This is an optimization exercise on Yosys and OpenROAD, whose aim is small area, a short achievable clock period and few clock cycles per item, not a production implementation.
Where RTL was checked, it was by simulation tests only, not by an equivalence proof against the original.
Function not checked in runs 4 and 5: the RTL went through the layout flow alone.

## design/flow/constraint.sdc

```tcl
create_clock -name core_clock -period 8.0 [get_ports {clk}]
set_input_delay 1.6000 -clock core_clock [delete_from_list [all_inputs] [get_ports {clk}]]
set_output_delay 1.6000 -clock core_clock [all_outputs]
set_load 0.01 [all_outputs]
```

## design/flow/run.sh

```bash
#!/bin/bash
# synth_recipe.tcl (not shown) runs the flow's synth.tcl, then flattens the netlist and writes it again
# the make line also repeats each setting of config.mk as NAME=value (left out here)
make -C /OpenROAD-flow-scripts/flow DESIGN_CONFIG=/design/flow/config.mk WORK_HOME=/design/flow/orfs CLKGATE_MAP_FILE= SYNTH_SCRIPT=/design/flow/synth_recipe.tcl finish
```

## design/flow/design.v

```verilog
`default_nettype none
package dtfs_pkg;
    localparam int WINDOW = 10;
    localparam int RAW_W    = 16;
    localparam int SAMPLE_W = 15;
    localparam int THRESH_W = 12;
    localparam int LEVEL_W  = 3;
    localparam int HOLD_W   = 4;
    localparam int DIFF_W   = 16;    
    localparam int DSUM_W   = 20;    
    localparam logic [LEVEL_W-1:0] LVL_OFF   = 3'd0;
    localparam logic [LEVEL_W-1:0] LVL_ONE   = 3'd1;
    localparam logic [LEVEL_W-1:0] LVL_TWO   = 3'd2;
    localparam logic [LEVEL_W-1:0] LVL_THREE = 3'd3;
    localparam logic [LEVEL_W-1:0] LVL_FULL  = 3'd4;
    localparam logic [1:0] CAP_NONE = 2'b00;
    localparam logic [1:0] CAP_LOW  = 2'b01;
    localparam logic [1:0] CAP_HIGH = 2'b10;
    localparam logic [1:0] CAP_BOTH = 2'b11;
    localparam logic [THRESH_W-1:0] LEVEL1_RST = 12'd16;
    localparam logic [THRESH_W-1:0] LEVEL2_RST = 12'd32;
    localparam logic [THRESH_W-1:0] LEVEL3_RST = 12'd48;
    localparam logic [THRESH_W-1:0] LEVEL4_RST = 12'd64;
    function automatic logic [4:0] oh_mod5(input logic [3:0] n);
        oh_mod5[0] = (n == 4'd0) | (n == 4'd5) | (n == 4'd10) | (n == 4'd15);
        oh_mod5[1] = (n == 4'd1) | (n == 4'd6) | (n == 4'd11);
        oh_mod5[2] = (n == 4'd2) | (n == 4'd7) | (n == 4'd12);
        oh_mod5[3] = (n == 4'd3) | (n == 4'd8) | (n == 4'd13);
        oh_mod5[4] = (n == 4'd4) | (n == 4'd9) | (n == 4'd14);
    endfunction
    function automatic logic [4:0] oh_add5(input logic [4:0] r, input logic [4:0] m);
        logic [4:0] v;
        for (int k = 0; k < 5; k++)
        begin
            v[k] = 1'b0;
            for (int i = 0; i < 5; i++)
                v[k] = v[k] | (r[i] & m[(k + 5 - i) % 5]);
        end
        oh_add5 = v;
    endfunction
    function automatic logic [4:0] oh_neg5(input logic [4:0] m);
        oh_neg5 = {m[1], m[2], m[3], m[4], m[0]};
    endfunction
    function automatic logic [2:0] oh_enc5(input logic [4:0] m);
        oh_enc5 = {m[4], m[3] | m[2], m[3] | m[1]};
    endfunction
    function automatic logic [4:0] oh_dec5(input logic [2:0] b);
        oh_dec5 = {b == 3'd4, b == 3'd3, b == 3'd2, b == 3'd1, b == 3'd0};
    endfunction
    function automatic logic [4:0] oh_step(input logic [4:0] r, input logic z);
        logic [4:0] d;
        d = {r[2], r[4], r[1], r[3], r[0]};
        oh_step = z ? {d[3:0], d[4]} : d;
    endfunction
    function automatic logic q_step(input logic [4:0] r, input logic z);
        q_step = r[3] | r[4] | (r[2] & z);
    endfunction
    function automatic logic [3:0] div5_digit(input logic [4:0] r, input logic [3:0] n);
        logic [4:0] r2;
        logic [4:0] r1;
        logic [4:0] r0;
        r2 = oh_step(r, n[3]);
        r1 = oh_step(r2, n[2]);
        r0 = oh_step(r1, n[1]);
        div5_digit = {q_step(r, n[3]), q_step(r2, n[2]), q_step(r1, n[1]), q_step(r0, n[0])};
    endfunction
    function automatic logic [3:0] crt10(input logic p, input logic [4:0] m);
        crt10 = ({4{m[0]}} & (p ? 4'd5 : 4'd0)) | ({4{m[1]}} & (p ? 4'd1 : 4'd6)) |
                ({4{m[2]}} & (p ? 4'd7 : 4'd2)) | ({4{m[3]}} & (p ? 4'd3 : 4'd8)) |
                ({4{m[4]}} & (p ? 4'd9 : 4'd4));
    endfunction
    function automatic logic [4:0] inc_mask(input logic neg, input logic y0, input logic [3:0] rb);
        inc_mask[0] = (!neg && y0 && (rb >= 4'd9)) ||
                      (neg && !y0 && (rb <= 4'd0)) ||
                      (neg && y0 && (rb <= 4'd1));
        inc_mask[1] = (!neg && !y0 && (rb >= 4'd8)) ||
                      (!neg && y0 && (rb >= 4'd7)) ||
                      (neg && !y0 && (rb <= 4'd2)) ||
                      (neg && y0 && (rb <= 4'd3));
        inc_mask[2] = (!neg && !y0 && (rb >= 4'd6)) ||
                      (!neg && y0 && (rb >= 4'd5)) ||
                      (neg && !y0 && (rb <= 4'd4)) ||
                      (neg && y0 && (rb <= 4'd5));
        inc_mask[3] = (!neg && !y0 && (rb >= 4'd4)) ||
                      (!neg && y0 && (rb >= 4'd3)) ||
                      (neg && !y0 && (rb <= 4'd6)) ||
                      (neg && y0 && (rb <= 4'd7));
        inc_mask[4] = (!neg && !y0 && (rb >= 4'd2)) ||
                      (!neg && y0 && (rb >= 4'd1)) ||
                      (neg && !y0 && (rb <= 4'd8)) ||
                      (neg && y0);
    endfunction
endpackage
`default_nettype wire
`default_nettype none
import dtfs_pkg::*;
module dtfs_datapath
(
    input  wire logic                   clk,
    input  wire logic                   rst_n,
    input  wire logic                   wr_en,
    input  wire logic [RAW_W-1:0]       sample_a,
    input  wire logic [RAW_W-1:0]       sample_b,
    output logic                        w_neg,
    output logic [DSUM_W-2:0]           w_y,
    output logic [3:0]                  w_rb
);
    localparam int ENT_W = DIFF_W + 4;      
    logic [SAMPLE_W-1:0]      new_a_reg;
    logic [SAMPLE_W-1:0]      new_b_reg;
    logic [WINDOW-1:1][ENT_W-1:0] ent_reg;
    logic [3:0]               fill_reg;
    logic [DIFF_W-1:0]        new_d;
    logic [4:0]               new_mb;
    logic [ENT_W-1:0]         old_ent;
    logic signed [DIFF_W-1:0] old_d;
    logic                     old_pb;
    logic [4:0]               old_mb;
    logic signed [DSUM_W-1:0] dsum_reg;
    logic                     pb_reg;
    logic [2:0]               mb_reg;
    logic [DSUM_W-1:0]        w_d;
    logic                     w_pb;
    logic [4:0]               w_mb;
    always_ff @(posedge clk or negedge rst_n)
    begin
        if (!rst_n)
        begin
            new_a_reg <= '0;
            new_b_reg <= '0;
        end
        else if (wr_en)
        begin
            new_a_reg <= sample_a[RAW_W-1] ? '0 : sample_a[SAMPLE_W-1:0];
            new_b_reg <= sample_b[RAW_W-1] ? '0 : sample_b[SAMPLE_W-1:0];
        end
    end
    assign new_d  = DIFF_W'(new_a_reg) - DIFF_W'(new_b_reg);
    assign new_mb = dtfs_pkg::oh_add5(dtfs_pkg::oh_add5(dtfs_pkg::oh_mod5({1'b0, new_b_reg[14:12]}),
                                                        dtfs_pkg::oh_mod5(new_b_reg[11:8])),
                                      dtfs_pkg::oh_add5(dtfs_pkg::oh_mod5(new_b_reg[7:4]),
                                                        dtfs_pkg::oh_mod5(new_b_reg[3:0])));
    always_ff @(posedge clk)
    begin
        if (wr_en)
            ent_reg <= {ent_reg[WINDOW-2:1], new_d, new_b_reg[0], dtfs_pkg::oh_enc5(new_mb)};
    end
    always_ff @(posedge clk or negedge rst_n)
    begin
        if (!rst_n)
            fill_reg <= '0;
        else if (wr_en && (fill_reg != 4'(WINDOW)))
            fill_reg <= fill_reg + 4'd1;
    end
    assign old_ent = (fill_reg == 4'(WINDOW)) ? ent_reg[WINDOW-1] : '0;
    assign old_d   = old_ent[ENT_W-1:4];
    assign old_pb  = old_ent[3];
    assign old_mb  = dtfs_pkg::oh_dec5(old_ent[2:0]);
    always_ff @(posedge clk or negedge rst_n)
    begin
        if (!rst_n)
        begin
            dsum_reg <= '0;
            pb_reg   <= 1'b0;
            mb_reg   <= '0;
        end
        else if (wr_en)
        begin
            dsum_reg <= dsum_reg + DSUM_W'(new_a_reg) - DSUM_W'(new_b_reg) - DSUM_W'(old_d);
            pb_reg   <= pb_reg ^ new_b_reg[0] ^ old_pb;
            mb_reg   <= dtfs_pkg::oh_enc5(dtfs_pkg::oh_add5(dtfs_pkg::oh_add5(dtfs_pkg::oh_dec5(mb_reg), new_mb),
                                                            dtfs_pkg::oh_neg5(old_mb)));
        end
    end
    assign w_d   = dsum_reg + DSUM_W'(new_a_reg) - DSUM_W'(new_b_reg);
    assign w_neg = w_d[DSUM_W-1];
    assign w_y   = w_d[DSUM_W-2:0] ^ {(DSUM_W-1){w_neg}};
    assign w_pb  = pb_reg ^ new_b_reg[0];
    assign w_mb  = dtfs_pkg::oh_add5(dtfs_pkg::oh_dec5(mb_reg), new_mb);
    assign w_rb  = dtfs_pkg::crt10(w_pb, w_mb);
endmodule
`default_nettype wire
`default_nettype none
import dtfs_pkg::*;
module differential_temp_fan_stepper_core
(
    input  wire logic        clk,
    input  wire logic        rst_n,
    input  wire logic        sensor_valid,
    output logic             sensor_ready,
    input  wire logic [15:0] sensor_sample_a,
    input  wire logic [15:0] sensor_sample_b,
    output logic             status_valid,
    input  wire logic        status_ready,
    output logic [2:0]       status_fan_level,
    output logic             status_level_changed,
    output logic             status_compared,
    output logic [14:0]      status_average_difference,
    output logic             status_relay_low_cap,
    output logic             status_relay_high_cap,
    output logic             status_main_relay,
    input  wire logic        cfg_valid,
    output logic             cfg_ready,
    input  wire logic [3:0]  cfg_index,
    input  wire logic [15:0] cfg_data
);
    logic [THRESH_W-1:0] thr_reg [4];
    logic                in_fire;
    logic                adv;
    logic                rdy_reg;
    logic                pend_reg;      
    logic                skid_v_reg;
    logic [DSUM_W+3:0]   skid_reg;      
    logic                w_neg;
    logic [DSUM_W-2:0]   w_y;
    logic [3:0]          w_rb;
    logic                e_v_reg;
    logic [DSUM_W+3:0]   e_reg;
    logic                e_neg;
    logic [3:0]          e_rb;
    logic [DSUM_W-2:0]   y;
    logic [4:0]          m3;        
    logic [4:0]          m2;
    logic [4:0]          m1;
    logic [4:0]          m0;
    logic [4:0]          r3;        
    logic [4:0]          r2;
    logic [4:0]          r1;
    logic [4:0]          r0;
    logic [4:0]          rf;        
    logic [15:0]         quot;
    logic                inc;
    logic                q_v_reg;
    logic [SAMPLE_W-1:0] q_reg;
    logic                q_inc_reg;
    logic [SAMPLE_W-1:0] diff;
    logic [3:0]          gt;
    logic [LEVEL_W-1:0]  new_level;
    logic [1:0]          cap_next;
    logic [HOLD_W-1:0]   hold_step;
    logic                cmp;
    logic                chg;
    logic [HOLD_W-1:0]   hold_reg;
    logic [LEVEL_W-1:0]  level_reg;
    logic [1:0]          cap_reg;
    logic                main_reg;
    logic                out_valid_reg;
    logic                out_chg_reg;
    logic                out_cmp_reg;
    logic [SAMPLE_W-1:0] out_diff_reg;
    assign sensor_ready = rdy_reg;
    assign in_fire      = sensor_valid && rdy_reg;
    assign adv          = !out_valid_reg || status_ready;
    assign cfg_ready = 1'b1;
    always_ff @(posedge clk or negedge rst_n)
    begin
        if (!rst_n)
        begin
            thr_reg[0] <= LEVEL1_RST;
            thr_reg[1] <= LEVEL2_RST;
            thr_reg[2] <= LEVEL3_RST;
            thr_reg[3] <= LEVEL4_RST;
        end
        else if (cfg_valid && (cfg_index[3:2] == 2'b00))
            thr_reg[cfg_index[1:0]] <= cfg_data[THRESH_W-1:0];
    end
    dtfs_datapath u_datapath (
        .clk      (clk),
        .rst_n    (rst_n),
        .wr_en    (in_fire),
        .sample_a (sensor_sample_a),
        .sample_b (sensor_sample_b),
        .w_neg    (w_neg),
        .w_y      (w_y),
        .w_rb     (w_rb)
    );
    always_ff @(posedge clk or negedge rst_n)
    begin
        if (!rst_n)
        begin
            rdy_reg    <= 1'b1;
            pend_reg   <= 1'b0;
            skid_v_reg <= 1'b0;
            e_v_reg    <= 1'b0;
        end
        else if (adv)
        begin
            e_v_reg <= skid_v_reg || pend_reg;
            rdy_reg <= 1'b1;
            if (skid_v_reg)
                skid_v_reg <= 1'b0;
            else
                pend_reg <= in_fire;
        end
        else if (in_fire)
        begin
            pend_reg <= 1'b1;
            if (pend_reg)
            begin
                skid_v_reg <= 1'b1;
                rdy_reg    <= 1'b0;
            end
        end
    end
    always_ff @(posedge clk)
    begin
        if (!adv && in_fire && pend_reg)
            skid_reg <= {w_neg, w_y, w_rb};
        if (adv)
            e_reg <= skid_v_reg ? skid_reg : {w_neg, w_y, w_rb};
    end
    assign e_neg = e_reg[DSUM_W+3];
    assign y     = e_reg[DSUM_W+2:4];
    assign e_rb  = e_reg[3:0];
    assign m3 = dtfs_pkg::oh_mod5(y[16:13]);
    assign m2 = dtfs_pkg::oh_mod5(y[12:9]);
    assign m1 = dtfs_pkg::oh_mod5(y[8:5]);
    assign m0 = dtfs_pkg::oh_mod5(y[4:1]);
    assign r3 = dtfs_pkg::oh_mod5({2'b00, y[18:17]});
    assign r2 = dtfs_pkg::oh_add5(r3, m3);
    assign r1 = dtfs_pkg::oh_add5(r3, dtfs_pkg::oh_add5(m3, m2));
    assign r0 = dtfs_pkg::oh_add5(r2, dtfs_pkg::oh_add5(m2, m1));
    assign rf = dtfs_pkg::oh_add5(r1, dtfs_pkg::oh_add5(m1, m0));
    assign quot[15:12] = dtfs_pkg::div5_digit(r3, y[16:13]);
    assign quot[11:8]  = dtfs_pkg::div5_digit(r2, y[12:9]);
    assign quot[7:4]   = dtfs_pkg::div5_digit(r1, y[8:5]);
    assign quot[3:0]   = dtfs_pkg::div5_digit(r0, y[4:1]);
    assign inc = |(rf & dtfs_pkg::inc_mask(e_neg, y[0], e_rb));
    always_ff @(posedge clk or negedge rst_n)
    begin
        if (!rst_n)
            q_v_reg <= 1'b0;
        else if (adv)
            q_v_reg <= e_v_reg;
    end
    always_ff @(posedge clk)
    begin
        if (adv)
        begin
            q_reg     <= quot[SAMPLE_W-1:0];
            q_inc_reg <= inc;
        end
    end
    assign diff = q_reg + SAMPLE_W'(q_inc_reg);
    logic [16:0] gt_sum [4];
    always_comb
    begin
        for (int i = 0; i < 4; i++)
        begin
            gt_sum[i] = {2'b00, q_reg} + {1'b0, ~{4'b0000, thr_reg[i]}} + 17'(q_inc_reg);
            gt[i]     = gt_sum[i][16];
        end
    end
    always_comb
    begin
        if (gt[3])
            new_level = LVL_FULL;
        else if (gt[2])
            new_level = LVL_THREE;
        else if (gt[1])
            new_level = LVL_TWO;
        else if (gt[0])
            new_level = LVL_ONE;
        else
            new_level = LVL_OFF;
    end
    always_comb
    begin
        case (new_level)
            LVL_ONE:   cap_next = CAP_LOW;
            LVL_TWO:   cap_next = CAP_HIGH;
            LVL_THREE: cap_next = CAP_BOTH;
            LVL_FULL:  cap_next = CAP_NONE;
            default:   cap_next = cap_reg;
        endcase
    end
    assign hold_step = ((hold_reg == '0) || (hold_reg == HOLD_W'(WINDOW))) ? '0
                                                                         : (hold_reg + HOLD_W'(1));
    assign cmp = (hold_step == '0);
    assign chg = cmp && (new_level != level_reg);
    always_ff @(posedge clk or negedge rst_n)
    begin
        if (!rst_n)
        begin
            out_valid_reg <= 1'b0;
            hold_reg      <= HOLD_W'(1);
            level_reg     <= LVL_OFF;
            cap_reg       <= CAP_NONE;
            main_reg      <= 1'b0;
        end
        else if (adv)
        begin
            out_valid_reg <= q_v_reg;
            if (q_v_reg)
            begin
                hold_reg <= chg ? HOLD_W'(1) : hold_step;
                if (chg)
                begin
                    level_reg <= new_level;
                    cap_reg   <= cap_next;
                    main_reg  <= (new_level != LVL_OFF);
                end
            end
        end
    end
    always_ff @(posedge clk)
    begin
        if (adv)
        begin
            out_chg_reg  <= chg;
            out_cmp_reg  <= cmp;
            out_diff_reg <= cmp ? diff : '0;
        end
    end
    assign status_valid              = out_valid_reg;
    assign status_fan_level          = level_reg;
    assign status_level_changed      = out_chg_reg;
    assign status_compared           = out_cmp_reg;
    assign status_average_difference = out_diff_reg;
    assign status_relay_low_cap      = cap_reg[0];
    assign status_relay_high_cap     = cap_reg[1];
    assign status_main_relay         = main_reg;
endmodule
`default_nettype wire
```

## design/flow/config.mk

```make
export PLATFORM = sky130hd
export DESIGN_NAME = differential_temp_fan_stepper_core
export DESIGN_NICKNAME = differential_temp_fan_stepper_core
export VERILOG_FILES = /design/flow/design.v
export SDC_FILE = /design/flow/constraint.sdc
export NUM_CORES = 4
export LEC_CHECK = 0
export CAP_MARGIN = 20
export CORE_MARGIN = 2
export CORE_UTILIZATION = 40
export SETUP_SLACK_MARGIN = 5
export SLEW_MARGIN = 20
```

==> summary.md, run 1 <==
| Metric | Value |
|---|---|
| Worst slew pin tran | 0.861 ns |
| Clock slew at the register clock pins of the worst setup and hold paths | 0.06 ns |
| Placed wire-length estimate | 33.9 mm |
| Max FFs per register | 180 |
| Hold Path Class | flop to flop |
| Worst skew pair latency | 0.59 ns |
| Final slew viol count | 0 |
| N_diodes | 0 |
| Tcrit/Tclk final | 53.7% |
| YS warnings | 4 |
| Die width | 239 microns |
| Layout overhead on the synthesized area | 33.1% |
| Worst Skew | 0.0242 ns |
| Gr ovfl total | 0 |
| IO Port Bufs | between 70 and 80 |
| EDFF count, synth | ~260 |
| Core Util, Final | 53.7% |
| Max cap viols | 0 |
| Share of cells above drive strength 1 | 31.6% |
| CP Data Required Time | 8.45 ns |
| DP Worst Slack | around 3 ns |
| Min Tclk post-route | 4.30 ns |
| Top Ports | 83 |
| PnR worst setup slack | between 3 and 4 ns |
| Mapped Avg Cell Area | 10.7 sq um |
| Clock Path Buffers | 3 |
| Largest net degree at the start of global routing | 96 |
| Unrepaired setup endpoints after global routing | true |
| First-pass GRT wire length | 87.4 mm |
| Initial core utilization | 40.3% |
| CP Launch Type | flop |
| Seq/Total Area, Yosys | ~49% |
| Relative slew slack | 42.6% |
| Initial antenna violation count | 0 |
| Die area | 57,200 sq um |
| Setup CP Type | flop to flop |
| Post-Place Cells | 2,772 |
| Vias | 17,200 |
| 1st-iter DRT viols | 1,352 |
| Top FF cell, synth | edfxtp_1 |
| 1st-pass router iterations | 6 |
| Vias in the first global route | roughly 17,000 |
| GRT Overall Usage | 18.9% |
| CTS HTree Levels | 2 |
| Vias per cell | 5.53 |
| # clock sinks | roughly 380 |
| Root buf cell | clkbuf_16 |
| Post-DR wirelength/cell | 17.9 microns |
| Rows | 86 |
| Final std cells w/o fill | 3,107 |
| Final WL | 55.5 mm |
| Status | finished clean |
| Critical Path Sink Type | flop |
| CTS Buf Count | 45 |
| Max Freq | 233 MHz |
| Post-synthesis cell type count | 113 |
| Die height | 239 microns |
| RePlAce Congestion | 0.866 |
| Core box area | roughly 55,000 sq um |
| Final setup viols | 0 |
| CTS tree | done |
| Yosys reg bits | 383 |
| Critical Path AT | approximately 4.8 ns |
| # DRC | 0 |
| Hold_buf cts | 0 |
| Most frequent cells in the layout | edfxtp_1 (261), buf_4 (207), nand2_1 (161) |
| CP Max Fanout | 4 |
| Post-Synthesis Cells | 2,070 |
| Final Hold Fails | 0 |
| Synth async-reset ratio | between 30% and 40% |
| Routed Antenna Nets | 0 |
| Net count after synthesis | 2,252 |
| NumNets Final | 2,548 |
| Setup TNS | 0 ns |
| Commonest non-fill, non-tap cell in the layout | edfxtp_1 |
| Area of the mapped netlist | around 22,000 sq um |
==> final timing paths <==
| kind | startpoint | end | slack (ns) | cells after the start |
|---|---|---|---|---|
| setup / recovery | u_datapath.new_b_reg[1] | u_datapath.dsum_reg[14] | 3.70 | 19 |
| hold / removal | u_datapath.ent_reg[5] | u_datapath.ent_reg[25] | 0.41 | 0 |
| setup reg to reg | u_datapath.new_b_reg[1] | u_datapath.dsum_reg[14] | 3.70 | 19 |
| hold reg to reg | u_datapath.ent_reg[5] | u_datapath.ent_reg[25] | 0.41 | 0 |
| max in group asynchronous | rst_n | thr_reg[0][2] | 5.67 | 2 |
| min in group asynchronous | rst_n | u_datapath.dsum_reg[17] | 1.03 | 1 |
==> synth_stat cells, drive strengths merged, types with 36 or more instances <==
cell / n / area, sq um
edfxtp: 261 / 7840
inv: 170 / 638
nand2: 165 / 619
o21ai: 158 / 791
nor2: 134 / 503
dfrtp: 115 / 2880
ha: 108 / 1350
a21oi: 87 / 450
o22ai: 64 / 420
xnor2: 63 / 559
mux2: 61 / 691
clkbuf: 52 / 235
nor3: 52 / 270
a21o: 37 / 279
nand3: 37 / 185
buf: 36 / 206
nand3b: 36 / 270
==> area by class of cell <==
| type | count | area [sq um] |
|---|---|---|
| inverters | 173 | 692 |
| well taps | 704 | 881 |
| repair buffers | 335 | 3090 |
| flip-flops and latches | 383 | 10900 |
| clock inverters | 28 | 313 |
| multi-input cells | 1428 | 12300 |
| clock buffers | 56 | 1230 |
| fillers | 4635 | 25400 |
==> timing repair <==
| action | in CTS | in global routing |
|---|---|---|
| pin swaps | 109 | 99 |
| setup buffers | 181 | 62 |
| setup endpoints to repair | 302 | 201 |
| gates resized for setup | 290 | 169 |
| cloned | 6 | 2 |
==> stage by stage <==
stage | cell area, sq um | hold WS, ns
floorplan | 22600 | 0.400
global placement | 23800 | 0.400
detailed placement | 23800 | 0.405
CTS | 28200 | 0.411
global route | 29500 | 0.411
finish | 29500 | 0.410
==> worst max-delay path: stages, from the launching register on <==
cell	delay [ns]
dfrtp_4	0.52
fa_1	0.53
inv_2	0.06
fa_2	0.34
buf_4	0.16
xor2_4	0.19
ha_4	0.23
a21o_1	0.16
a21o_1	0.19
a21o_1	0.21
a21oi_4	0.16
o21bai_1	0.10
a211o_1	0.33
a21boi_4	0.24
buf_4	0.14
nor2_2	0.03
and2_4	0.15
o21a_1	0.18
nor3_2	0.17
o41ai_1	0.08
==> logic make-up after synthesis <==
group / Yosys count / share of synthesized area, %
AOI/OAI and AO/OA: 528 / 15.9
DFF: 383 / 49.2
adders and majority gates: 126 / 7.69
other: 1 / 0.0169
and+or+nand+nor: 578 / 13.5
xor gates and xnor gates: 98 / 3.98
muxes: 95 / 4.78
buffers and inverters: 261 / 4.93
==> routing by layer <==
metal  vias up  routed length [microns]  global-route usage, %
met5         -                        0                      0
met4         0                     1600                   6.08
met3       138                     2780                   2.59
met2       540                    27600                   33.0
met1      8304                    23500                   24.2
li1       8199                        -                      -
Testbench counts, summed over its fixed seeds: cycles 16,032, items 16,000.
==> run 2: changes to the inputs <==
--- a/design/flow/config.mk
+++ b/design/flow/config.mk
@@ -9,4 +9,4 @@
 export CORE_MARGIN = 2
 export CORE_UTILIZATION = 40
-export SETUP_SLACK_MARGIN = 5
+export SETUP_SLACK_MARGIN = 3
 export SLEW_MARGIN = 20
==> run 2 against run 1 <==
Net effect: synthesized cell count is the same; die area is the same; first-iteration DRC count grew 18%; via count shrank 7.6%; still clean on timing, DRC and antenna; area after synthesis is the same; global-route usage shrank 1.6 points.
==> summary.md, run 2 <==
| Metric | Value |
|---|---|
| Status | finished clean |
| Final WL | 49.6 mm |
| M1 WL | 22.7 mm |
| Most frequent cells in the layout | edfxtp_1 (261), inv_1 (166), nand2_1 (165) |
| Max Freq | 209 MHz |
| Die width | ~240 microns |
| Vias | 15,900 |
| CTS Buf Count | 44 |
| Hold Path Class | flop to flop |
| Die area | 57,200 sq um |
| GRT Overall Usage | 17.3% |
| RePlAce Congestion | approximately 0.84 |
| Post-Synthesis Cells | 2,070 |
| Max cap viols | 0 |
| # DRC | 0 |
| Top cell by count, worst path | a21o_1 |
| Worst Skew | 0.0258 ns |
| Relative slew slack | 26.2% |
| Root buf cell | clkbuf_16 |
| Mapped Avg Cell Area | 10.7 sq um |
| Post-synthesis cell type count | 113 |
| Final slew viol count | 0 |
| Main combinational cell family by area after synthesis | compound AO/OA/AOI/OAI gates |
| Worst slew pin tran | 1.09 ns |
| Synth Area in Simple Gates | a little over an eighth |
| Fill cells | 4,993 |
| First-pass GRT wire length | roughly 81 mm |
| NumNets Final | 2,302 |
| Clock Path Buffers | 3 |
| Crit path launch | u_datapath.new_b_reg[1] |
| Final Hold Fails | 0 |
| Compound-Gate Fraction of Synth Area | 15.9% |
| Share of cells above drive strength 1 | 10.3% |
| # clock sinks | 383 |
| CTS tree | done |
| Gr ovfl total | 0 |
| Top Ports | 83 |
| Layout overhead on the synthesized area | 13.0% |
| Met3 WL | between 2 and 2.5 mm |
| CP Data Required Time | 8.41 ns |
| Hold_sp | u_datapath.ent_reg[108] |
| 1st-pass router iterations | 6 |
| Critical Path Sink Type | flop |
| Top FF cell, synth | edfxtp_1 |
| Synth area leader | edfxtp_1 |
| Core box area | 54,900 sq um |
| CP max stage delay | 0.51 ns |
| Post-DR wirelength/cell | 17.3 microns |
| Max FFs per register | 180 |
| Clock slew at the register clock pins of the worst setup and hold paths | 0.06 ns |
| Adder-cell area share of the yosys netlist | slightly below 8% |
| PnR worst setup slack | 3.22 ns |
| Top cell type's share of synthesized area | 35.4% |
| Mux share of post-synthesis cell area | 4.78% |
| Tcrit/Tclk final | between 50% and 60% |
| Post-synthesis xor/xnor area fraction | under 10% |
| Synth area leaders | edfxtp_1 (35%), dfrtp_1 (13%), ha_1 (6.1%) |
| Seq/Total Area, Yosys | 49.2% |
| CP Launch Type | flop |
| Critical Path AT | ~5.2 ns |
| EDFF count, synth | approximately 260 |
| Yosys reg bits | 383 |
| Rows | 86 |
| Unrepaired setup endpoints after global routing | true |
| Vias per cell | ~5.5 |
| Most frequent cell after synthesis | edfxtp_1 |
| Min Tclk post-route | 4.78 ns |
| CP Max Fanout | 4 |
| Net count after synthesis | 2,252 |
| Commonest non-fill, non-tap cell in the layout | edfxtp_1 |
| DP Worst Slack | 2.54 ns |
| Crit path cell chain | fa_1, inv_1, fa_1, xor2_1, ha_1, a21o_1, a21o_1, a21o_1, a21oi_1, o21bai_1, a211o_1, a21boi_0, nor3_1, or3_1, a21oi_1, xor2_1, o21ai_0 |
| Routed wl met2 | 23.8 mm |
| Largest net degree at the start of global routing | between 100 and 150 |
| IO Port Bufs | 77 |
| YS warnings | 4 |
| N_diodes | 0 |
| Die height | 239 microns |
| Placed wire-length estimate | 34.3 mm |
| Setup TNS | 0 ns |
| Setup CP Type | flop to flop |
| Vias in the first global route | 15,700 |
| Synth top cells by count | edfxtp_1 (261), inv_1 (167), nand2_1 (165), o21ai_0 (155), nor2_1 (134) |
| Final setup viols | 0 |
| Worst reg2reg path startpoint | u_datapath.new_b_reg[1] |
| Routed Antenna Nets | 0 |
| Worst skew pair latency | 0.57 ns |
| Initial antenna violation count | 0 |
| 1st-iter DRT viols | 1,591 |
| Initial core utilization | 40.3% |
| CTS HTree Levels | 2 |
| Area of the mapped netlist | 22,100 sq um |
| Top Layer Used | met4 |
| Synth async-reset ratio | between 30% and 40% |
| Slowest stage cell, crit path | dfrtp_4 |
==> run 2: cell types whose count changed in the layout (fill, tap and decap cells not counted), moves of 20 or more <==
cell	before	now
a21oi_1	54	82
o21ai_2	23	0
dlygate4sd2_1	24	0
xnor2_1	27	62
mux2_4	24	1
buf_4	207	14
o21ai_0	117	153
a21oi_2	24	4
buf_6	32	1
clkdlybuf4s50_1	51	76
mux2_2	37	60
==> run 2: through the flow <==
step | utilization (%) | std cells | area [sq um] | hold slack, ns
floorplan | - | 2070 | 22100 | 0.400
global placement | 42.7 | 2774 | 23500 | 0.400
detailed placement | 42.7 | 2774 | 23500 | 0.405
CTS | 45.4 | 2856 | 24900 | 0.406
global route | 45.6 | 2860 | 25000 | 0.414
finish | 45.6 | 2860 | 25000 | 0.403
==> run 2: per-layer routing <==
layer / global-route usage (%) / vias to the layer above
li1: - / 7672
met1: 23.1 / 7723
met2: 29.5 / 408
met3: 2.71 / 69
met4: 4.39 / 0
met5: 0 / -
==> run 2: layout make-up <==
class	count	area, sq um	share of cell area [%]
clock buffers	62	1260	5.04
clock inverters	20	189	0.756
inverters	173	657	2.63
multi-input cells	1426	10200	40.8
flip-flops and latches	383	10900	43.6
well taps	704	881	3.52
repair buffers	92	891	3.56
==> run 2: logic make-up (layout without fill, tap and decap cells) <==
kind of cell,after synthesis,count (layout)
fa+ha+maj,126,126
buf+inv,261,347
xor+xnor,98,98
compound gates,528,528
simple gates,578,578
other cells,1,1
mux,95,95
flops,383,383
==> run 2: final timing paths <==
kind                       slack (ns)                      end  cells after the start
max                              3.22  u_datapath.dsum_reg[16]                     17
min                              0.40  u_datapath.ent_reg[128]                      0
min reg2reg                      0.40  u_datapath.ent_reg[128]                      0
max in group asynchronous        5.65  u_datapath.dsum_reg[15]                      2
min in group asynchronous        1.01   u_datapath.fill_reg[1]                      1
max reg2reg                      3.22  u_datapath.dsum_reg[16]                     17
==> run 2: worst max-delay path, delay by kind of cell, from the launching register on <==
kind / cells / cell delay [ns]
flops: 1 / 0.51
buf+inv: 1 / 0.07
simple gates: 2 / 0.48
fa+ha+maj: 3 / 1.29
compound gates: 9 / 1.83
xor+xnor: 2 / 0.47
==> run 2: repair_timing <==
item	CTS	global route
resized for setup	7	11
endpoints found under the setup margin	25	13
hold buffers	0	0
setup buffers	0	4
pin swaps	0	1
==> run 3: changes to the inputs <==
--- a/design/flow/config.mk
+++ b/design/flow/config.mk
@@ -9,4 +9,4 @@
 export CORE_MARGIN = 2
 export CORE_UTILIZATION = 40
-export SETUP_SLACK_MARGIN = 3
+export SETUP_SLACK_MARGIN = 4
 export SLEW_MARGIN = 20
==> run 3 against run 2 <==
Net effect: still clean on timing, DRC and antenna; critical path depth increased by 5; sequential cell count unchanged; critical endpoint unchanged; largest cell class unchanged.
==> summary.md, run 3 <==
| Metric | Value |
|---|---|
| CTS HTree Levels | 2 |
| GRT Overall Usage | 17.8% |
| Die height | about 240 microns |
| CP bufs+invs | 3 |
| IO Port Bufs | 77 |
| Top FF cell, synth | edfxtp_1 |
| Unrepaired setup endpoints after global routing | true |
| Relative slew slack | 28.4% |
| Final Hold Fails | 0 |
| CP Max Fanout | 3 |
| Fin area | 26,500 sq um |
| Vias per cell | roughly 5.5 |
| Top cell type's share of synthesized area | a little over a third |
| Initial core utilization | a little over 40% |
| Core box area | 54,900 sq um |
| # DRC | 0 |
| Yosys reg bits | 383 |
| Commonest non-fill, non-tap cell in the layout | edfxtp_1 |
| Top Ports | 83 |
| Clock slew at the register clock pins of the worst setup and hold paths | 0.06 ns |
| R2R Setup Slk | 3.64 ns |
| Largest net degree at the start of global routing | 94 |
| NumNets Final | 2,410 |
| N_diodes | 0 |
| Core Util, Final | 48.4% |
| CP max stage delay | 0.51 ns |
| CP top delay family | compound AO/OA/AOI/OAI gates |
| First-pass GRT wire length | 82.8 mm |
| Crit path cell chain | buf_12, fa_1, inv_2, ha_4, a21o_1, a21oi_4, nor2b_2, nor2_1, nor2_1, nor2_1, xnor2_1, ha_2, buf_6, a21oi_4, o21bai_4, a211o_1, a21boi_4, nor3_4, or3_4, a21oi_2, xor2_1, o21ai_1 |
| Post-DR wirelength/cell | 17.5 microns |
| 1st-iter DRT viols | 1,368 |
| Max Freq | around 230 MHz |
| Area of the mapped netlist | 22,100 sq um |
| Top cell by count, worst path | nor2_1 |
| Final WL | 52.0 mm |
| Layout overhead on the synthesized area | 19.9% |
| CTS Buf Count | 44 |
| Die width | about 240 microns |
| EDFF count, synth | 261 |
| Tcrit/Tclk final | a little over half |
| CP Launch Type | flop |
| Slowest stage cell, crit path | fa_1 |
| Placed Area | between 20,000 and 25,000 sq um |
| Synth area leaders | edfxtp_1 (35%), dfrtp_1 (13%), ha_1 (6.1%) |
| Rows | 86 |
| Gr ovfl total | 0 |
| Mapped Avg Cell Area | around 11 sq um |
| Routed Antenna Nets | 0 |
| Most frequent cells in the layout | edfxtp_1 (261), nand2_1 (162), inv_1 (159) |
| Worst slew pin tran | 1.07 ns |
| Setup TNS | 0 ns |
| Die area | 57,200 sq um |
| RePlAce Congestion | 0.860 |
| Critical Path AT | 4.79 ns |
| Final slew viol count | 0 |
| Status | finished clean |
| 1st-pass router iterations | 7 |
| Max FFs per register | 180 |
| Worst skew pair latency | 0.57 ns |
| CP Data Required Time | 8.43 ns |
| Hold Path Class | flop to flop |
| Synth async-reset ratio | 31.9% |
| Vias | 16,400 |
| Net count after synthesis | between 2,000 and 2,500 |
| Synth top cells by count | edfxtp_1 (261), inv_1 (167), nand2_1 (165), o21ai_0 (155), nor2_1 (134) |
| YS warnings | 4 |
| Clock Path Buffers | 3 |
| Critical Path Sink Type | flop |
| Final setup viols | 0 |
| Setup CP Type | flop to flop |
| Placed wire-length estimate | 33.7 mm |
| Initial antenna violation count | 0 |
| Max cap viols | 0 |
| Min Tclk post-route | 4.36 ns |
| Seq/Total Area, Yosys | 49.2% |
| # clock sinks | 383 |
| Share of cells above drive strength 1 | 19.0% |
| Synth area leader | edfxtp_1 |
| Worst Skew | 0.0224 ns |
| CTS tree | done |
| Post-Synthesis Cells | 2,070 |
| Root buf cell | clkbuf_16 |
| Post-synthesis cell type count | around 110 |
| Vias in the first global route | roughly 16,000 |
| Most frequent cell after synthesis | edfxtp_1 |
run 3: cell counts after synthesis:
No cell type changed its count.
run 3: final timing paths:
check                                             start                 endpoint  cells past startpoint
worst min register to register   u_datapath.ent_reg[86]  u_datapath.ent_reg[106]                      0
max in group asynchronous                         rst_n     u_datapath.mb_reg[2]                      2
worst max-delay path            u_datapath.new_b_reg[1]  u_datapath.dsum_reg[16]                     22
min in group asynchronous                         rst_n              hold_reg[3]                      1
worst min-delay path             u_datapath.ent_reg[86]  u_datapath.ent_reg[106]                      0
worst max register to register  u_datapath.new_b_reg[1]  u_datapath.dsum_reg[16]                     22
run 3: metrics by stage:
step	cells	worst slack [ns]	hold slack, ns
after global placement	2773	3.01	0.400
final	2967	3.64	0.414
after CTS	2933	3.63	0.415
after detailed placement	2773	3.11	0.405
after floorplan	2070	4.00	0.400
after global routing	2967	3.47	0.420
run 3: worst register-to-register path, cell delays in order (launching register included):
cell and delay, ns:
dfrtp_1 0.41, buf_12 0.14, fa_1 0.51, inv_2 0.06, ha_4 0.22, a21o_1 0.18, a21oi_4 0.16, nor2b_2 0.07
nor2_1 0.09, nor2_1 0.05, nor2_1 0.12, xnor2_1 0.16, ha_2 0.32, buf_6 0.13, a21oi_4 0.19, o21bai_4 0.08
a211o_1 0.35, a21boi_4 0.23, nor3_4 0.07, or3_4 0.33, a21oi_2 0.15, xor2_1 0.15, o21ai_1 0.07
run 3: area by class of cell:
class,count,area (sq um)
fill,4929,28300
sequential,383,10900
multi-input combinational,1427,10900
timing repair buffer,199,1820
clock buffer,65,1240
tap,704,881
inverter,173,666
clock inverter,16,121
run 3: what timing repair did:
item	4_1_cts	5_1_grt
setup endpoints to repair	64	54
pin swaps	51	57
resized for setup	87	79
setup buffers	77	33
hold buffers	0	0
gates cloned	2	1
endpoints found under the hold margin	0	0
run 3: logic make-up (layout without fill, tap and decap cells):
group,after synthesis,count (layout),share of synthesized area [%]
multiplexers,95,95,4.78
AND/OR/NAND/NOR,578,579,13.5
XOR/XNOR,98,98,3.98
AO/OA/AOI/OAI,528,528,15.9
flip-flops,383,383,49.2
buffers and inverters,261,453,4.93
other,1,1,0.0169
adder cells (fa/ha/maj),126,126,7.69
run 3: per-layer routing:
layer,up-vias,global-route usage [%],part of all wire [%]
li1,7917,-,-
met1,7917,23.1,43
met2,466,30.3,49
met3,94,3.10,5.4
met4,0,5.64,2.7
met5,-,0,0
==> run 4: changes to the inputs <==
--- a/design/flow/design.v
+++ b/design/flow/design.v
@@ -48,20 +48,28 @@
         oh_dec5 = {b == 3'd4, b == 3'd3, b == 3'd2, b == 3'd1, b == 3'd0};
     endfunction
-    function automatic logic [4:0] oh_step(input logic [4:0] r, input logic z);
-        logic [4:0] d;
-        d = {r[2], r[4], r[1], r[3], r[0]};
-        oh_step = z ? {d[3:0], d[4]} : d;
-    endfunction
-    function automatic logic q_step(input logic [4:0] r, input logic z);
-        q_step = r[3] | r[4] | (r[2] & z);
-    endfunction
     function automatic logic [3:0] div5_digit(input logic [4:0] r, input logic [3:0] n);
-        logic [4:0] r2;
-        logic [4:0] r1;
-        logic [4:0] r0;
-        r2 = oh_step(r, n[3]);
-        r1 = oh_step(r2, n[2]);
-        r0 = oh_step(r1, n[1]);
-        div5_digit = {q_step(r, n[3]), q_step(r2, n[2]), q_step(r1, n[1]), q_step(r0, n[0])};
+        logic [3:0] t [5];
+        t[0][0] = (n == 4'd5) | (n == 4'd6) | (n == 4'd7) | (n == 4'd8) | (n == 4'd9) | (n == 4'd15);
+        t[0][1] = (n == 4'd10) | (n == 4'd11) | (n == 4'd12) | (n == 4'd13) | (n == 4'd14) | (n == 4'd15);
+        t[0][2] = 1'b0;
+        t[0][3] = 1'b0;
+        t[1][0] = (n == 4'd0) | (n == 4'd1) | (n == 4'd2) | (n == 4'd3) | (n == 4'd9) | (n == 4'd10) | (n == 4'd11) | (n == 4'd12) | (n == 4'd13);
+        t[1][1] = (n == 4'd0) | (n == 4'd1) | (n == 4'd2) | (n == 4'd3) | (n == 4'd14) | (n == 4'd15);
+        t[1][2] = (n == 4'd4) | (n == 4'd5) | (n == 4'd6) | (n == 4'd7) | (n == 4'd8) | (n == 4'd9) | (n == 4'd10) | (n == 4'd11) | (n == 4'd12) | (n == 4'd13) | (n == 4'd14) | (n == 4'd15);
+        t[1][3] = 1'b0;
+        t[2][0] = (n == 4'd3) | (n == 4'd4) | (n == 4'd5) | (n == 4'd6) | (n == 4'd7) | (n == 4'd13) | (n == 4'd14) | (n == 4'd15);
+        t[2][1] = (n == 4'd0) | (n == 4'd1) | (n == 4'd2) | (n == 4'd3) | (n == 4'd4) | (n == 4'd5) | (n == 4'd6) | (n == 4'd7);
+        t[2][2] = (n == 4'd0) | (n == 4'd1) | (n == 4'd2) | (n == 4'd3) | (n == 4'd4) | (n == 4'd5) | (n == 4'd6) | (n == 4'd7);
+        t[2][3] = (n == 4'd8) | (n == 4'd9) | (n == 4'd10) | (n == 4'd11) | (n == 4'd12) | (n == 4'd13) | (n == 4'd14) | (n == 4'd15);
+        t[3][0] = (n == 4'd0) | (n == 4'd1) | (n == 4'd7) | (n == 4'd8) | (n == 4'd9) | (n == 4'd10) | (n == 4'd11);
+        t[3][1] = (n == 4'd2) | (n == 4'd3) | (n == 4'd4) | (n == 4'd5) | (n == 4'd6) | (n == 4'd7) | (n == 4'd8) | (n == 4'd9) | (n == 4'd10) | (n == 4'd11);
+        t[3][2] = (n == 4'd12) | (n == 4'd13) | (n == 4'd14) | (n == 4'd15);
+        t[3][3] = 1'b1;
+        t[4][0] = (n == 4'd1) | (n == 4'd2) | (n == 4'd3) | (n == 4'd4) | (n == 4'd5) | (n == 4'd11) | (n == 4'd12) | (n == 4'd13) | (n == 4'd14) | (n == 4'd15);
+        t[4][1] = (n == 4'd6) | (n == 4'd7) | (n == 4'd8) | (n == 4'd9) | (n == 4'd10) | (n == 4'd11) | (n == 4'd12) | (n == 4'd13) | (n == 4'd14) | (n == 4'd15);
+        t[4][2] = 1'b1;
+        t[4][3] = 1'b1;
+        div5_digit = ({4{r[0]}} & t[0]) | ({4{r[1]}} & t[1]) | ({4{r[2]}} & t[2]) |
+                     ({4{r[3]}} & t[3]) | ({4{r[4]}} & t[4]);
     endfunction
     function automatic logic [3:0] crt10(input logic p, input logic [4:0] m);
@@ -91,4 +99,12 @@
                       (neg && y0);
     endfunction
+    function automatic logic [DSUM_W-1:0] csa_sum(input logic [DSUM_W-1:0] x, input logic [DSUM_W-1:0] y,
+                                                  input logic [DSUM_W-1:0] z);
+        csa_sum = x ^ y ^ z;
+    endfunction
+    function automatic logic [DSUM_W-1:0] csa_carry(input logic [DSUM_W-1:0] x, input logic [DSUM_W-1:0] y,
+                                                    input logic [DSUM_W-1:0] z);
+        csa_carry = (x & y) | (x & z) | (y & z);
+    endfunction
 endpackage
 `default_nettype wire
@@ -111,14 +127,15 @@
     logic [WINDOW-1:1][ENT_W-1:0] ent_reg;
     logic [3:0]               fill_reg;
-    logic [DIFF_W-1:0]        new_d;
+    logic                     full_reg;
+    logic [DIFF_W-1:0]        new_nd;
     logic [4:0]               new_mb;
     logic [ENT_W-1:0]         old_ent;
-    logic signed [DIFF_W-1:0] old_d;
+    logic [DIFF_W-1:0]        old_nd;
     logic                     old_pb;
     logic [4:0]               old_mb;
-    logic signed [DSUM_W-1:0] dsum_reg;
+    logic [DSUM_W-1:0]        dsum_reg;
+    logic [DSUM_W-1:0]        dsum_next;
     logic                     pb_reg;
     logic [2:0]               mb_reg;
-    logic [DSUM_W-1:0]        w_d;
     logic                     w_pb;
     logic [4:0]               w_mb;
@@ -136,5 +153,5 @@
         end
     end
-    assign new_d  = DIFF_W'(new_a_reg) - DIFF_W'(new_b_reg);
+    assign new_nd = DIFF_W'(new_b_reg) - DIFF_W'(new_a_reg);
     assign new_mb = dtfs_pkg::oh_add5(dtfs_pkg::oh_add5(dtfs_pkg::oh_mod5({1'b0, new_b_reg[14:12]}),
                                                         dtfs_pkg::oh_mod5(new_b_reg[11:8])),
@@ -144,17 +161,30 @@
     begin
         if (wr_en)
-            ent_reg <= {ent_reg[WINDOW-2:1], new_d, new_b_reg[0], dtfs_pkg::oh_enc5(new_mb)};
+            ent_reg <= {ent_reg[WINDOW-2:1], new_nd, new_b_reg[0], dtfs_pkg::oh_enc5(new_mb)};
     end
     always_ff @(posedge clk or negedge rst_n)
     begin
         if (!rst_n)
+        begin
             fill_reg <= '0;
-        else if (wr_en && (fill_reg != 4'(WINDOW)))
+            full_reg <= 1'b0;
+        end
+        else if (wr_en && !full_reg)
+        begin
             fill_reg <= fill_reg + 4'd1;
+            full_reg <= (fill_reg == 4'(WINDOW - 1));
+        end
     end
-    assign old_ent = (fill_reg == 4'(WINDOW)) ? ent_reg[WINDOW-1] : '0;
-    assign old_d   = old_ent[ENT_W-1:4];
+    assign old_ent = full_reg ? ent_reg[WINDOW-1] : '0;
+    assign old_nd  = old_ent[ENT_W-1:4];
     assign old_pb  = old_ent[3];
     assign old_mb  = dtfs_pkg::oh_dec5(old_ent[2:0]);
+    dtfs_dsum_next u_dsum_next (
+        .s  (dsum_reg),
+        .a  (new_a_reg),
+        .b  (new_b_reg),
+        .nd (old_nd),
+        .o  (dsum_next)
+    );
     always_ff @(posedge clk or negedge rst_n)
     begin
@@ -167,5 +197,5 @@
         else if (wr_en)
         begin
-            dsum_reg <= dsum_reg + DSUM_W'(new_a_reg) - DSUM_W'(new_b_reg) - DSUM_W'(old_d);
+            dsum_reg <= dsum_next;
             pb_reg   <= pb_reg ^ new_b_reg[0] ^ old_pb;
             mb_reg   <= dtfs_pkg::oh_enc5(dtfs_pkg::oh_add5(dtfs_pkg::oh_add5(dtfs_pkg::oh_dec5(mb_reg), new_mb),
@@ -173,10 +203,61 @@
         end
     end
-    assign w_d   = dsum_reg + DSUM_W'(new_a_reg) - DSUM_W'(new_b_reg);
-    assign w_neg = w_d[DSUM_W-1];
-    assign w_y   = w_d[DSUM_W-2:0] ^ {(DSUM_W-1){w_neg}};
-    assign w_pb  = pb_reg ^ new_b_reg[0];
-    assign w_mb  = dtfs_pkg::oh_add5(dtfs_pkg::oh_dec5(mb_reg), new_mb);
-    assign w_rb  = dtfs_pkg::crt10(w_pb, w_mb);
+    dtfs_window u_window (
+        .s   (dsum_reg),
+        .a   (new_a_reg),
+        .b   (new_b_reg),
+        .neg (w_neg),
+        .y   (w_y)
+    );
+    assign w_pb = pb_reg ^ new_b_reg[0];
+    assign w_mb = dtfs_pkg::oh_add5(dtfs_pkg::oh_dec5(mb_reg), new_mb);
+    assign w_rb = dtfs_pkg::crt10(w_pb, w_mb);
+endmodule
+import dtfs_pkg::*;
+module dtfs_dsum_next
+(
+    input  wire logic [DSUM_W-1:0]   s,
+    input  wire logic [SAMPLE_W-1:0] a,
+    input  wire logic [SAMPLE_W-1:0] b,
+    input  wire logic [DIFF_W-1:0]   nd,
+    output logic [DSUM_W-1:0]        o
+);
+    logic [DSUM_W-1:0] x2;
+    logic [DSUM_W-1:0] x3;
+    logic [DSUM_W-1:0] x4;
+    logic [DSUM_W-1:0] s1;
+    logic [DSUM_W-1:0] c1;
+    logic [DSUM_W-1:0] s2;
+    logic [DSUM_W-1:0] c2;
+    assign x2 = DSUM_W'(a);
+    assign x3 = ~(DSUM_W'(b));
+    assign x4 = {{(DSUM_W-DIFF_W){nd[DIFF_W-1]}}, nd};
+    assign s1 = dtfs_pkg::csa_sum(s, x2, x3);
+    assign c1 = {dtfs_pkg::csa_carry(s, x2, x3), 1'b1};
+    assign s2 = dtfs_pkg::csa_sum(s1, c1, x4);
+    assign c2 = {dtfs_pkg::csa_carry(s1, c1, x4), 1'b0};
+    assign o  = s2 + c2;
+endmodule
+import dtfs_pkg::*;
+module dtfs_window
+(
+    input  wire logic [DSUM_W-1:0]   s,
+    input  wire logic [SAMPLE_W-1:0] a,
+    input  wire logic [SAMPLE_W-1:0] b,
+    output logic                     neg,
+    output logic [DSUM_W-2:0]        y
+);
+    logic [DSUM_W-1:0] x2;
+    logic [DSUM_W-1:0] x3;
+    logic [DSUM_W-1:0] s1;
+    logic [DSUM_W-1:0] c1;
+    logic [DSUM_W-1:0] d;
+    assign x2  = DSUM_W'(a);
+    assign x3  = ~(DSUM_W'(b));
+    assign s1  = dtfs_pkg::csa_sum(s, x2, x3);
+    assign c1  = {dtfs_pkg::csa_carry(s, x2, x3), 1'b1};
+    assign d   = s1 + c1;
+    assign neg = d[DSUM_W-1];
+    assign y   = d[DSUM_W-2:0] ^ {(DSUM_W-1){neg}};
 endmodule
 `default_nettype wire
@@ -220,14 +301,5 @@
     logic [3:0]          e_rb;
     logic [DSUM_W-2:0]   y;
-    logic [4:0]          m3;        
-    logic [4:0]          m2;
-    logic [4:0]          m1;
-    logic [4:0]          m0;
-    logic [4:0]          r3;        
-    logic [4:0]          r2;
-    logic [4:0]          r1;
-    logic [4:0]          r0;
-    logic [4:0]          rf;        
-    logic [15:0]         quot;
+    logic [SAMPLE_W-1:0] quot;
     logic                inc;
     logic                q_v_reg;
@@ -305,5 +377,5 @@
     always_ff @(posedge clk)
     begin
-        if (!adv && in_fire && pend_reg)
+        if (!skid_v_reg)
             skid_reg <= {w_neg, w_y, w_rb};
         if (adv)
@@ -313,18 +385,11 @@
     assign y     = e_reg[DSUM_W+2:4];
     assign e_rb  = e_reg[3:0];
-    assign m3 = dtfs_pkg::oh_mod5(y[16:13]);
-    assign m2 = dtfs_pkg::oh_mod5(y[12:9]);
-    assign m1 = dtfs_pkg::oh_mod5(y[8:5]);
-    assign m0 = dtfs_pkg::oh_mod5(y[4:1]);
-    assign r3 = dtfs_pkg::oh_mod5({2'b00, y[18:17]});
-    assign r2 = dtfs_pkg::oh_add5(r3, m3);
-    assign r1 = dtfs_pkg::oh_add5(r3, dtfs_pkg::oh_add5(m3, m2));
-    assign r0 = dtfs_pkg::oh_add5(r2, dtfs_pkg::oh_add5(m2, m1));
-    assign rf = dtfs_pkg::oh_add5(r1, dtfs_pkg::oh_add5(m1, m0));
-    assign quot[15:12] = dtfs_pkg::div5_digit(r3, y[16:13]);
-    assign quot[11:8]  = dtfs_pkg::div5_digit(r2, y[12:9]);
-    assign quot[7:4]   = dtfs_pkg::div5_digit(r1, y[8:5]);
-    assign quot[3:0]   = dtfs_pkg::div5_digit(r0, y[4:1]);
-    assign inc = |(rf & dtfs_pkg::inc_mask(e_neg, y[0], e_rb));
+    dtfs_div10 u_div10 (
+        .neg  (e_neg),
+        .y    (y),
+        .rb   (e_rb),
+        .quot (quot),
+        .inc  (inc)
+    );
     always_ff @(posedge clk or negedge rst_n)
     begin
@@ -338,5 +403,5 @@
         if (adv)
         begin
-            q_reg     <= quot[SAMPLE_W-1:0];
+            q_reg     <= quot;
             q_inc_reg <= inc;
         end
@@ -422,3 +487,38 @@
     assign status_main_relay         = main_reg;
 endmodule
+import dtfs_pkg::*;
+module dtfs_div10
+(
+    input  wire logic                neg,
+    input  wire logic [DSUM_W-2:0]   y,
+    input  wire logic [3:0]          rb,
+    output logic [SAMPLE_W-1:0]      quot,
+    output logic                     inc
+);
+    logic [4:0]  m3;        
+    logic [4:0]  m2;
+    logic [4:0]  m1;
+    logic [4:0]  m0;
+    logic [4:0]  r3;        
+    logic [4:0]  r2;
+    logic [4:0]  r1;
+    logic [4:0]  r0;
+    logic [4:0]  rf;        
+    logic [3:0]  q3;
+    assign m3 = dtfs_pkg::oh_mod5(y[16:13]);
+    assign m2 = dtfs_pkg::oh_mod5(y[12:9]);
+    assign m1 = dtfs_pkg::oh_mod5(y[8:5]);
+    assign m0 = dtfs_pkg::oh_mod5(y[4:1]);
+    assign r3 = dtfs_pkg::oh_mod5({2'b00, y[18:17]});
+    assign r2 = dtfs_pkg::oh_add5(r3, m3);
+    assign r1 = dtfs_pkg::oh_add5(r3, dtfs_pkg::oh_add5(m3, m2));
+    assign r0 = dtfs_pkg::oh_add5(r2, dtfs_pkg::oh_add5(m2, m1));
+    assign rf = dtfs_pkg::oh_add5(r1, dtfs_pkg::oh_add5(m1, m0));
+    assign q3 = dtfs_pkg::div5_digit(r3, y[16:13]);
+    assign quot = {q3[2:0],
+                   dtfs_pkg::div5_digit(r2, y[12:9]),
+                   dtfs_pkg::div5_digit(r1, y[8:5]),
+                   dtfs_pkg::div5_digit(r0, y[4:1])};
+    assign inc = |(rf & dtfs_pkg::inc_mask(neg, y[0], rb));
+endmodule
 `default_nettype wire
--- a/design/flow/config.mk
+++ b/design/flow/config.mk
@@ -11,2 +11,3 @@
 export SETUP_SLACK_MARGIN = 4
 export SLEW_MARGIN = 20
+export SYNTH_HIERARCHICAL = 1
==> run 4 against run 3 <==
Net effect: sequential cell count is 1 higher; die area is 12% higher; via count is 16% higher; worst setup slack better by 0.45 ns; critical path depth is 10 lower; still clean.
==> summary.md, run 4 <==
| Metric | Value |
|---|---|
| Status | finished clean |
| Net count after synthesis | 2,672 |
| Synth area leaders | edfxtp_1 (29%), dfrtp_1 (12%), ha_1 (5.4%) |
| Most frequent cells in the layout | inv_1 (275), edfxtp_1 (237), nand2_1 (160) |
| NumNets Final | roughly 2,700 |
| CP max stage delay | 0.57 ns |
| # DRC | 0 |
| Worst slew pin tran | roughly 1.2 ns |
| Area of the mapped netlist | between 20,000 and 25,000 sq um |
| GRT Overall Usage | between 15 and 20% |
| Synth top cells by count | inv_1 (277), edfxtp_1 (237), nand2_1 (160), o21ai_0 (134), nor2_1 (118) |
| RePlAce Congestion | 0.861 |
| Post-synthesis cell type count | 126 |
| CP Max Fanout | 13 |
| Die height | 253 microns |
| Vias per cell | 5.64 |
| Hold Path Class | flop to flop |
| Placed wire-length estimate | about 40 mm |
| Top FF cell, synth | edfxtp_1 |
| Worst Skew | 0.0288 ns |
| Gr ovfl total | 0 |
| CTS Buf Count | 43 |
| Vias in the first global route | 18,600 |
| Critical Path AT | 4.39 ns |
| Clock slew at the register clock pins of the worst setup and hold paths | 0.06 ns |
| Clock Path Buffers | 3 |
| Final Hold Fails | 0 |
| Final setup viols | 0 |
| Relative slew slack | 17.8% |
| IO Port Bufs | 77 |
| N_diodes | 0 |
| Final WL | 58.9 mm |
| Critical Path Sink Type | flop |
| Worst skew pair latency | 0.60 ns |
| Routed Antenna Nets | 0 |
| Crit path cell chain | or3b_4, o22ai_2, nor3_1, o311a_1, a311o_2, o22ai_2, nor3_4, mux4_2, o22a_2, a211o_1, o211a_1, a41oi_1 |
| Max cap viols | 0 |
| Tcrit/Tclk final | 48.9% |
| Hold_buf cts | 0 |
| Share of cells above drive strength 1 | 14.6% |
| Fin area | 28,500 sq um |
| Max Freq | 256 MHz |
| Top cell by count, worst path | o22ai_2 |
| 1st-iter DRT viols | 1,420 |
| Layout overhead on the synthesized area | 15.0% |
| Setup CP Type | flop to flop |
| Post-Synthesis Cells | 2,457 |
| Die area | 64,100 sq um |
| Placed Area | 26,100 sq um |
| Unrepaired setup endpoints after global routing | true |
| Mapped Avg Cell Area | between 10 and 15 sq um |
| CP Data Required Time | 8.48 ns |
| CP bufs+invs | 0 |
| Seq/Total Area, Yosys | 43.0% |
| Fin Hold WS | 0.412 ns |
| Commonest non-fill, non-tap cell in the layout | inv_1 |
| Synth area leader | edfxtp_1 |
| # clock sinks | 384 |
| Top cell type's share of synthesized area | 28.7% |
| Root buf cell | clkbuf_16 |
| Synth async-reset ratio | 32.0% |
| Die width | about 250 microns |
| Top Ports | 83 |
| Yosys reg bits | about 380 |
| Most frequent cell after synthesis | inv_1 |
| Final slew viol count | 0 |
| CP Launch Type | flop |
| Initial core utilization | 40.4% |
| Vias | 18,900 |
| Initial antenna violation count | 0 |
| Min Tclk post-route | 3.91 ns |
| CTS tree | done |
| Largest net degree at the start of global routing | around 200 |
| Post-DR wirelength/cell | between 15 and 20 microns |
| Max FFs per register | between 150 and 200 |
| First-pass GRT wire length | 95.0 mm |
| CP top delay family | compound AO/OA/AOI/OAI gates |
| Setup TNS | 0 ns |
| 1st-pass router iterations | 6 |
| Core box area | 61,500 sq um |
| Slowest stage cell, crit path | dfrtp_4 |
| YS warnings | 17 |
| EDFF count, synth | 237 |
| Rows | 91 |
| CTS HTree Levels | 2 |
## run 4: changes by cell type after synthesis, sizes merged, moves of 16 or more
cell    delta
dfxtp     +24
mux2i     -17
o22ai     -17
buf       +27
nand3     +36
mux2      +16
inv      +107
a211oi    +18
fa        +34
and2      +18
a21oi     +31
edfxtp    -24
## run 4: logic make-up (layout without fill, tap and decap cells)
group           after synthesis  after routing  share of synthesized area, %
xor+xnor                     97             97                          3.57
compound gates              623            623                          17.4
flops                       384            384                          43.0
fa+ha+maj                   162            162                          9.67
other cells                   1              1                        0.0151
mux                          96             96                          4.43
simple gates                687            687                          15.1
buf+inv                     407            516                          6.85
## run 4: final timing paths
path / start / endpoint / slack, ns / depth (start not counted)
setup / recovery: u_datapath.new_b_reg[11] / u_datapath.mb_reg[0] / 4.09 / 12
hold / removal: u_datapath.ent_reg[96] / u_datapath.ent_reg[116] / 0.41 / 0
setup reg to reg: u_datapath.new_b_reg[11] / u_datapath.mb_reg[0] / 4.09 / 12
hold reg to reg: u_datapath.ent_reg[96] / u_datapath.ent_reg[116] / 0.41 / 0
max in group asynchronous: rst_n / u_datapath.new_b_reg[5] / 5.48 / 2
min in group asynchronous: rst_n / thr_reg[3][2] / 1.00 / 1
## run 4: what timing repair did
item                                    4_1_cts  5_1_grt
endpoints found under the setup margin       47       35
pin swaps                                     3       13
gates cloned                                  1        1
resized for setup                            37       59
buffers inserted                             22       35
## run 4: metal layers
layer | up-vias | wire length, microns | GRT usage, %
li1 | 9081 | - | -
met1 | 9264 | 26400 | 23.9
met2 | 503 | 28600 | 30.8
met3 | 93 | 2620 | 2.19
met4 | 0 | 1330 | 5.46
met5 | - | 0 | 0
## run 4: stage by stage
step | cells | setup WS, ns | utilization (%)
3_5_place_dp | 3216 | 3.41 | 42.5
5_1_grt | 3356 | 3.95 | 46.4
3_3_place_gp | 3216 | 3.56 | 42.5
6_report | 3356 | 4.09 | 46.4
2_1_floorplan | 2457 | 4.03 | -
4_1_cts | 3319 | 4.01 | 45.5
## run 4: per-module statistics from Yosys (local to each module, per instance)
module | times used | flops+latches
differential_temp_fan_stepper_core | 1 | 145
dtfs_div10 | 1 | 0
dtfs_datapath | 1 | 239
dtfs_window | 1 | 0
dtfs_dsum_next | 1 | 0
## run 4: area by class of cell
| type | count | area [sq um] |
|---|---|---|
| clock buffer | 53 | 1140 |
| inverter | 279 | 1060 |
| clock inverter | 27 | 354 |
| timing repair buffer | 157 | 1510 |
| sequential | 384 | 10700 |
| tap | 790 | 988 |
| fill | 5722 | 32900 |
| multi-input combinational | 1666 | 12800 |
==> run 5: changes to the inputs <==
--- a/design/flow/config.mk
+++ b/design/flow/config.mk
@@ -9,5 +9,5 @@
 export CORE_MARGIN = 2
 export CORE_UTILIZATION = 40
-export SETUP_SLACK_MARGIN = 4
+export SETUP_SLACK_MARGIN = 5
 export SLEW_MARGIN = 20
 export SYNTH_HIERARCHICAL = 1
==> run 5 against run 4 <==
Net effect: still clean on timing, DRC and antenna; sequential cell count stayed put; worst setup slack better by 0.088 ns.
==> summary.md, run 5 <==
| Metric | Value |
|---|---|
| Post-synthesis cell type count | 126 |
| CP Max Fanout | 6 |
| Top cell by count, worst path | o32ai_1 |
| CTS HTree Levels | 2 |
| CTS tree | done |
| Largest net degree at the start of global routing | 80 |
| Final std cells w/o fill | 3,526 |
| Area of the mapped netlist | 24,800 sq um |
| GRT Overall Usage | between 10% and 20% |
| Max cap viols | 0 |
| Clock slew at the register clock pins of the worst setup and hold paths | 0.06 ns |
| Setup TNS | 0 ns |
| Share of cells above drive strength 1 | about a quarter |
| Seq/Total Area, Yosys | 43.0% |
| CP Launch Type | flop |
| Post-Place Cells | roughly 3,200 |
| Crit path cell chain | buf_12, xor2_2, o32ai_1, nor2b_1, o32ai_1, a31o_2, o22ai_2, nor3_4, mux4_2, o22a_4, a211o_1, o211a_1, a41oi_2 |
| Die height | 253 microns |
| CTS Buf Count | 45 |
| Hold Path Class | flop to flop |
| CP Data Required Time | roughly 8.5 ns |
| Routed Antenna Nets | 0 |
| Min Tclk post-route | 3.82 ns |
| IO Port Bufs | 77 |
| Die width | 253 microns |
| # clock sinks | 384 |
| Net count after synthesis | 2,672 |
| Final WL | approximately 66 mm |
| Commonest non-fill, non-tap cell in the layout | inv_1 |
| Tcrit/Tclk final | about 48% |
| Root buf cell | clkbuf_16 |
| Vias | 20,100 |
| Yosys reg bits | 384 |
| CP max stage delay | 0.55 ns |
| Top FF cell, synth | edfxtp_1 |
| Vias per cell | 5.71 |
| First-pass GRT wire length | 104 mm |
| Synth area leader | edfxtp_1 |
| Status | finished clean |
| Synth area leaders | edfxtp_1 (29%), dfrtp_1 (12%), ha_1 (5.4%) |
| Relative slew slack | about 25% |
| Unrepaired setup endpoints after global routing | true |
| Post-DR wirelength/cell | 18.7 microns |
| Layout overhead on the synthesized area | 26.9% |
| Clock Path Buffers | 3 |
[run 5: cell counts after synthesis]
Identical to the previous run, type by type.
[run 5: worst max-delay path: cells and delay by family (launching register included)]
family                    cells  cell delay, ns
muxes                         1            0.46
xor gates and xnor gates      1            0.23
buffers and inverters         1            0.16
DFF                           1            0.55
AOI/OAI and AO/OA             8            2.03
and+or+nand+nor               2            0.31
[run 5: what timing repair did]
item | 4_1_cts | 5_1_grt
gates resized for setup | 254 | 134
hold buffers | 0 | 0
pin swaps | 82 | 83
buffers inserted | 159 | 57
cloned | 8 | 4
setup endpoints to repair | 295 | 109
[run 5: area by class of cell]
| type | count | area, sq um |
|---|---|---|
| fillers | 5395 | 30000 |
| multi-input cells | 1669 | 14000 |
| flip-flops and latches | 384 | 10700 |
| repair buffers | 320 | 3160 |
| clock buffers | 61 | 1260 |
| inverters | 279 | 1070 |
| well taps | 790 | 988 |
| clock inverters | 23 | 287 |
[run 5: layer usage]
metal  share of wire, %  up-vias  global-route usage (%)
li1                   -     9420                       -
met1                 43     9825                    25.3
met2                 48      731                    34.3
met3                5.6      160                    2.89
met4                3.5        0                    7.52
met5                  0        -                       0
[run 5: path summary, 6_finish.rpt]
check	from	to	slack, ns	cells past startpoint
max reg2reg	u_datapath.new_b_reg[0]	u_datapath.mb_reg[0]	4.18	13
min	u_datapath.ent_reg[156]	u_datapath.ent_reg[176]	0.42	0
min in group asynchronous	rst_n	thr_reg[1][11]	1.02	1
max in group asynchronous	rst_n	u_datapath.new_b_reg[4]	5.54	2
min reg2reg	u_datapath.ent_reg[156]	u_datapath.ent_reg[176]	0.42	0
max	u_datapath.new_b_reg[0]	u_datapath.mb_reg[0]	4.18	13
[run 5: per-stage QoR]
step / setup slack [ns] / hold slack (ns)
finish: 4.18 / 0.416
global route: 4.08 / 0.419
CTS: 4.27 / 0.417
detailed placement: 3.56 / 0.405
global placement: 3.62 / 0.401
floorplan: 4.11 / 0.400
[run 5: kinds of logic (layout without fill, tap and decap cells)]
family,after synthesis,in the layout,synth area share [%]
compound gates,623,623,17.4
xor+xnor,97,97,3.57
fa+ha+maj,162,162,9.67
buf+inv,407,683,6.85
flops,384,384,43.0
mux,96,96,4.43
other cells,1,1,0.0151
simple gates,687,690,15.1
[run 5: modules after synthesis (local to each module, per instance)]
module / flops+latches / cells / copies in the design / cell area, sq um
differential_temp_fan_stepper_core: 145 / 559 / 1 / 6660
dtfs_datapath: 239 / 871 / 1 / 11000
dtfs_window: 0 / 230 / 1 / 1710
dtfs_div10: 0 / 555 / 1 / 3460
dtfs_dsum_next: 0 / 242 / 1 / 1960

-- what the ideal ports hide --
Ports are ideal in the flow. The routed layouts listed here were re-timed in OpenROAD. Step 1 sets driving cells, clkbuf_16 on the clock port and buf_2 on the other inputs (assumed; they add their load-dependent delay and slew). Step 2 moves the port delays by t, midway between the first and last clock arrival at a register: inputs arrive t later, outputs are due t later. That takes back most of the time a late clock gives input paths. Three values: ideal, step 1, step 2; two values: the first two.
run	t (ns)	setup WS [ns]	worst data-port slew with drivers (ns)	cell pins on the clock port's net
run 1	0.633	3.704 / 3.704 / 3.704	0.04	1
run 2	0.611	3.223 / 3.223 / 3.223	0.05	1
run 3	0.616	3.641 / 3.641 / 3.605	0.04	1
run 4	0.639	4.090 / 4.090 / 3.863	0.09	1
run 5	0.627	4.178 / 4.178 / 4.178	0.11	1
After both steps every run listed still meets setup and hold. For run 4, which loses most, drivers alone change the setup slack by 0.000 ns; drivers and shift together by -0.227 ns.
